This design comes from an exercise in tuning for small area, a short achievable clock period and few clock cycles per item on the open sky130 flow, not from production work.
Power figures rest on the tool's default switching activity, not on a simulated workload.

==> flow/design.v <==
package fss_pkg;
   localparam int BYTE_BITS         = 8;
   localparam int CSR_INDEX_BITS    = 3;
   localparam int CSR_DATA_BITS     = 64;
   localparam int MATCH_BITS        = 6;
   localparam int OFFSET_OUT_BITS   = 32;
   localparam int REG_PATTERN_BYTES = 31;
   localparam int PATTERN_REG_BITS  = 4 * CSR_DATA_BITS;
   localparam logic [MATCH_BITS-1:0] MIN_MATCHES_RESET = 6'd31;
   typedef enum logic [CSR_INDEX_BITS-1:0] {
      CSR_PATTERN_LO    = 3'd0,
      CSR_PATTERN_MID   = 3'd1,
      CSR_PATTERN_UPPER = 3'd2,
      CSR_PATTERN_TOP   = 3'd3,
      CSR_FINAL_BYTE    = 3'd4,
      CSR_MIN_MATCHES   = 3'd5
   } csr_index_type;
   typedef struct packed {
      logic [CSR_DATA_BITS-1:0] pattern_top;
      logic [CSR_DATA_BITS-1:0] pattern_upper;
      logic [CSR_DATA_BITS-1:0] pattern_mid;
      logic [CSR_DATA_BITS-1:0] pattern_lo;
      logic [BYTE_BITS-1:0]     final_byte;
      logic [MATCH_BITS-1:0]    min_matches;
   } cfg_type;
endpackage
import fss_pkg::*;
module fss_match #(
   parameter int PATTERN_LEN = 32
) (
   input  logic [BYTE_BITS-1:0]                           data_byte,
   input  logic [PATTERN_LEN-1:0][BYTE_BITS-1:0]          pattern,
   output logic [PATTERN_LEN-1:0]                         equal
);
   for (genvar j = 0; j < PATTERN_LEN; j++) begin : g_pos
      assign equal[j] = (data_byte == pattern[j]);
   end
endmodule
import fss_pkg::*;
module fuzzy_signature_scanner #(
   parameter int PATTERN_LEN = 32,
   parameter int OFFSET_BITS = 32
) (
   input  logic                      clock,
   input  logic                      reset,
   input  logic                      req_valid,
   output logic                      req_ready,
   input  logic [7:0]                req_data_byte,
   input  logic                      req_end_of_region,
   output logic                      rsp_valid,
   input  logic                      rsp_ready,
   output logic                      rsp_found,
   output logic [31:0]               rsp_hit_offset,
   input  logic                      csr_wr_en,
   input  logic [2:0]                csr_index,
   input  logic [63:0]               csr_wdata
);
   localparam int N = PATTERN_LEN;
   logic [REG_PATTERN_BYTES-1:0][BYTE_BITS-1:0] pat_ff;    
   logic [BYTE_BITS-1:0]                        final_ff;  
   logic [MATCH_BITS-1:0]                       min_ff;
   logic [CSR_DATA_BITS-1:0] wdata;
   logic [5:0]               wr;
   assign wdata = reset ? {{(CSR_DATA_BITS-MATCH_BITS){1'b0}}, MIN_MATCHES_RESET} : csr_wdata;
   for (genvar r = 0; r < 6; r++) begin : g_wr
      assign wr[r] = reset || (csr_wr_en && csr_index == 3'(r));
   end
   always_ff @(posedge clock) begin
      if (wr[CSR_PATTERN_LO])    pat_ff[7:0]   <= reset ? '0 : wdata;
      if (wr[CSR_PATTERN_MID])   pat_ff[15:8]  <= reset ? '0 : wdata;
      if (wr[CSR_PATTERN_UPPER]) pat_ff[23:16] <= reset ? '0 : wdata;
      if (wr[CSR_PATTERN_TOP])   pat_ff[30:24] <= reset ? '0 : wdata[55:0];
      if (wr[CSR_FINAL_BYTE])    final_ff      <= reset ? '0 : wdata[BYTE_BITS-1:0];
      if (wr[CSR_MIN_MATCHES])   min_ff        <= wdata[MATCH_BITS-1:0];
   end
   logic                 in_valid_ff;
   logic [BYTE_BITS-1:0] in_byte_ff;
   logic                 in_eor_ff;
   logic                 ready_ff;
   logic                   first_ff;      
   logic [4:0]             seen_ff;       
   logic                   past_ff;       
   logic                   hit_done_ff;   
   logic [OFFSET_BITS-1:0] off_ff;        
   logic                   rsp_valid_ff, rsp_found_ff;
   logic [N-1:1][5:0] part;
   logic [N-1:0][BYTE_BITS-1:0] pattern;
   logic [N-1:0]                equal;
   assign pattern = {final_ff, pat_ff};
   fss_match #(
      .PATTERN_LEN(N)
   ) u_match (
      .data_byte(in_byte_ff),
      .pattern  (pattern),
      .equal    (equal)
   );
   logic hd, live, risky, stall, go;
   logic hit_if_eq, hit_if_ne, hit_now, miss_now, report;
   assign hd    = hit_done_ff && !first_ff;
   assign live  = !first_ff && (&seen_ff) && !hd;
   assign risky = live || (in_eor_ff && !hd);
   assign stall = rsp_valid_ff && risky;
   assign go    = in_valid_ff && !stall;
   logic hit_if_eq_ff, hit_if_ne_ff;
   logic ge0, ge1, ge2;
   assign ge0 = {1'b0, part[2]} >= {1'b0, min_ff};
   assign ge1 = {1'b0, part[2]} + 7'd1 >= {1'b0, min_ff};
   assign ge2 = {1'b0, part[2]} + 7'd2 >= {1'b0, min_ff};
   assign hit_if_eq = equal[N-2] ? ge2 : ge1;
   assign hit_if_ne = equal[N-2] ? ge1 : ge0;
   assign hit_now   = live && (equal[N-1] ? hit_if_eq_ff : hit_if_ne_ff);
   assign miss_now  = in_eor_ff && !hd && !hit_now;
   assign report    = go && (hit_now || miss_now);
   logic                   in_valid_d, in_eor_d, first_d, hit_done_d, rsp_valid_d;
   logic [4:0]             seen_d;
   logic                   hd_d, live_d, risky_d, stall_d;
   logic [OFFSET_BITS-1:0] off_inc, off_d, off_carry;
   logic                   off_upd, off_sel;
   always_comb begin
      in_valid_d  = (req_valid && ready_ff) || (in_valid_ff && !go);
      in_eor_d    = ready_ff ? req_end_of_region : in_eor_ff;
      first_d     = go ? in_eor_ff : first_ff;
      seen_d      = go ? (first_ff ? 5'd1 : ((&seen_ff) ? seen_ff : seen_ff + 5'd1)) : seen_ff;
      hit_done_d  = go ? (hd || hit_now) : hit_done_ff;
      rsp_valid_d = report || (rsp_valid_ff && !rsp_ready);
      hd_d    = hit_done_d && !first_d;
      live_d  = !first_d && (&seen_d) && !hd_d;
      risky_d = live_d || (in_eor_d && !hd_d);
      stall_d = rsp_valid_d && risky_d;
      off_carry[0] = !(off_ff == {{(OFFSET_BITS-6){1'b1}}, 6'b011111});
      for (int i = 1; i < OFFSET_BITS; i++)
         off_carry[i] = off_carry[i-1] && off_ff[i-1];
      off_inc = off_ff ^ off_carry;
      off_upd = go && (live || (in_eor_ff && !hd));
      off_sel = off_upd && past_ff && live && !miss_now;
      off_d   = ({OFFSET_BITS{!off_upd}} & off_ff) | ({OFFSET_BITS{off_sel}} & off_inc);
   end
   always_ff @(posedge clock) begin
      if (reset) begin
         in_valid_ff  <= 1'b0;
         ready_ff     <= 1'b1;
         first_ff     <= 1'b1;
         rsp_valid_ff <= 1'b0;
      end else begin
         in_valid_ff  <= in_valid_d;
         ready_ff     <= !(in_valid_d && stall_d);
         first_ff     <= first_d;
         rsp_valid_ff <= rsp_valid_d;
      end
   end
   always_ff @(posedge clock) begin
      if (ready_ff) begin
         in_byte_ff <= req_data_byte;
         in_eor_ff  <= req_end_of_region;
      end
      seen_ff     <= seen_d;
      hit_done_ff <= hit_done_d;
      if (go) begin
         past_ff <= !first_ff && (&seen_ff);
         hit_if_eq_ff <= hit_if_eq;
         hit_if_ne_ff <= hit_if_ne;
      end
      off_ff       <= off_d;
      rsp_found_ff <= (report && hit_now) || (!report && rsp_found_ff);
   end
   for (genvar k = 1; k < N; k++) begin : g_part
      localparam int W = $clog2(N - k + 1);
      logic [W-1:0] part_ff;
      if (k == N - 1) begin : g_last
         always_ff @(posedge clock)
            if (go) part_ff <= equal[0];
      end else begin : g_mid
         logic [W-1:0] part_src, part_inc, part_cy;
         assign part_src = W'(part[k+1]);
         always_comb begin
            part_cy[0] = equal[N-1-k];
            for (int i = 1; i < W; i++)
               part_cy[i] = part_cy[i-1] && part_src[i-1];
            part_inc = part_src ^ part_cy;
         end
         always_ff @(posedge clock)
            if (go) part_ff <= part_inc;
      end
      assign part[k] = 6'(part_ff);
   end
   assign req_ready      = ready_ff;
   assign rsp_valid      = rsp_valid_ff;
   assign rsp_found      = rsp_found_ff;
   assign rsp_hit_offset = off_ff;
endmodule
==> flow/config.mk <==
export PLATFORM = sky130hd
export DESIGN_NAME = fuzzy_signature_scanner
export DESIGN_NICKNAME = fuzzy_signature_scanner
export VERILOG_FILES = /design/flow/design.v
export SDC_FILE = /design/flow/constraint.sdc
export NUM_CORES = 4
export LEC_CHECK = 0
export ABC_CLOCK_PERIOD_IN_PS = 2500
export CAP_MARGIN = 20
export CORE_MARGIN = 2
export CORE_UTILIZATION = 60
export CTS_CLUSTER_DIAMETER = 80
export CTS_CLUSTER_SIZE = 30
export SETUP_SLACK_MARGIN = 4.9
export SLEW_MARGIN = 20
==> flow/constraint.sdc <==
create_clock -name core_clock -period 7.5 [get_ports {clock}]
set_input_delay 1.5000 -clock core_clock [delete_from_list [all_inputs] [get_ports {clock}]]
set_output_delay 1.5000 -clock core_clock [all_outputs]
set_load 0.01 [all_outputs]
standard.sh (not shown) runs the stock make flow with config.mk's settings and CLKGATE_MAP_FILE= SYNTH_SCRIPT=/design/flow/synth_recipe.tcl, a recipe that flattens the netlist after the stock synthesis.
==> flow/flow/run.sh <==
#!/bin/bash
set -euo pipefail
bash standard.sh \
  "CTS_ARGS=-sink_clustering_enable -repair_clock_nets -sink_clustering_size 30 -sink_clustering_max_diameter 80 -dont_use_dummy_load" \
  finish > flow.log 2>&1
==> next run, changes <==
--- a/flow/design.v
+++ b/flow/design.v
@@ -170,13 +170,13 @@
          always_ff @(posedge clock)
             if (go) part_ff <= equal[0];
       end else begin : g_mid
-         logic [W-1:0] part_src, part_inc, part_cy;
+         logic [W-1:0] part_src, part_inc, part_ones;
          assign part_src = W'(part[k+1]);
          always_comb begin
-            part_cy[0] = equal[N-1-k];
+            part_ones[0] = 1'b1;
             for (int i = 1; i < W; i++)
-               part_cy[i] = part_cy[i-1] && part_src[i-1];
-            part_inc = part_src ^ part_cy;
+               part_ones[i] = part_ones[i-1] && part_src[i-1];
+            part_inc = part_src ^ (part_ones & {W{equal[N-1-k]}});
          end
          always_ff @(posedge clock)
             if (go) part_ff <= part_inc;
After rerunning:
- The changed run finished clean
- synthesized area rose by 0.55%
- worst setup slack gets better by 0.085 ns
- flip-flop and latch count stays the same
- clock power stays flat
- first-iteration DRC count climbs by 10%
- utilization drops by 0.39 points
- clock-buffer cell count went up by 1
- cell area stays flat
Function was not checked in any run of this note: the RTL went through the layout flow alone.

-- afterwards: timing with drivers on the ports --
No port has a modelled driver above. Below, the same layouts with a new extraction and two added sets of constraints. Step 1 sets driving cells, clkbuf_16 on the clock port and buf_2 on the other inputs (assumed; they add their load-dependent delay and slew). Step 2 also shifts input and output timing later by t, the mid clock arrival at the registers, as if the neighbouring blocks saw the same clock. Slacks: no drivers / after step 1 / after step 2; pairs: no drivers / after step 1.
run | t (ns) | setup WS [ns] | worst hold slack (ns)
the first run | 0.583 | 1.251 / 1.251 / 1.251 | 0.506 / 0.506 / 0.506
the second run | 0.571 | 1.336 / 1.336 / 1.336 | 0.505 / 0.505 / 0.505
After both steps every run listed still meets setup and hold.
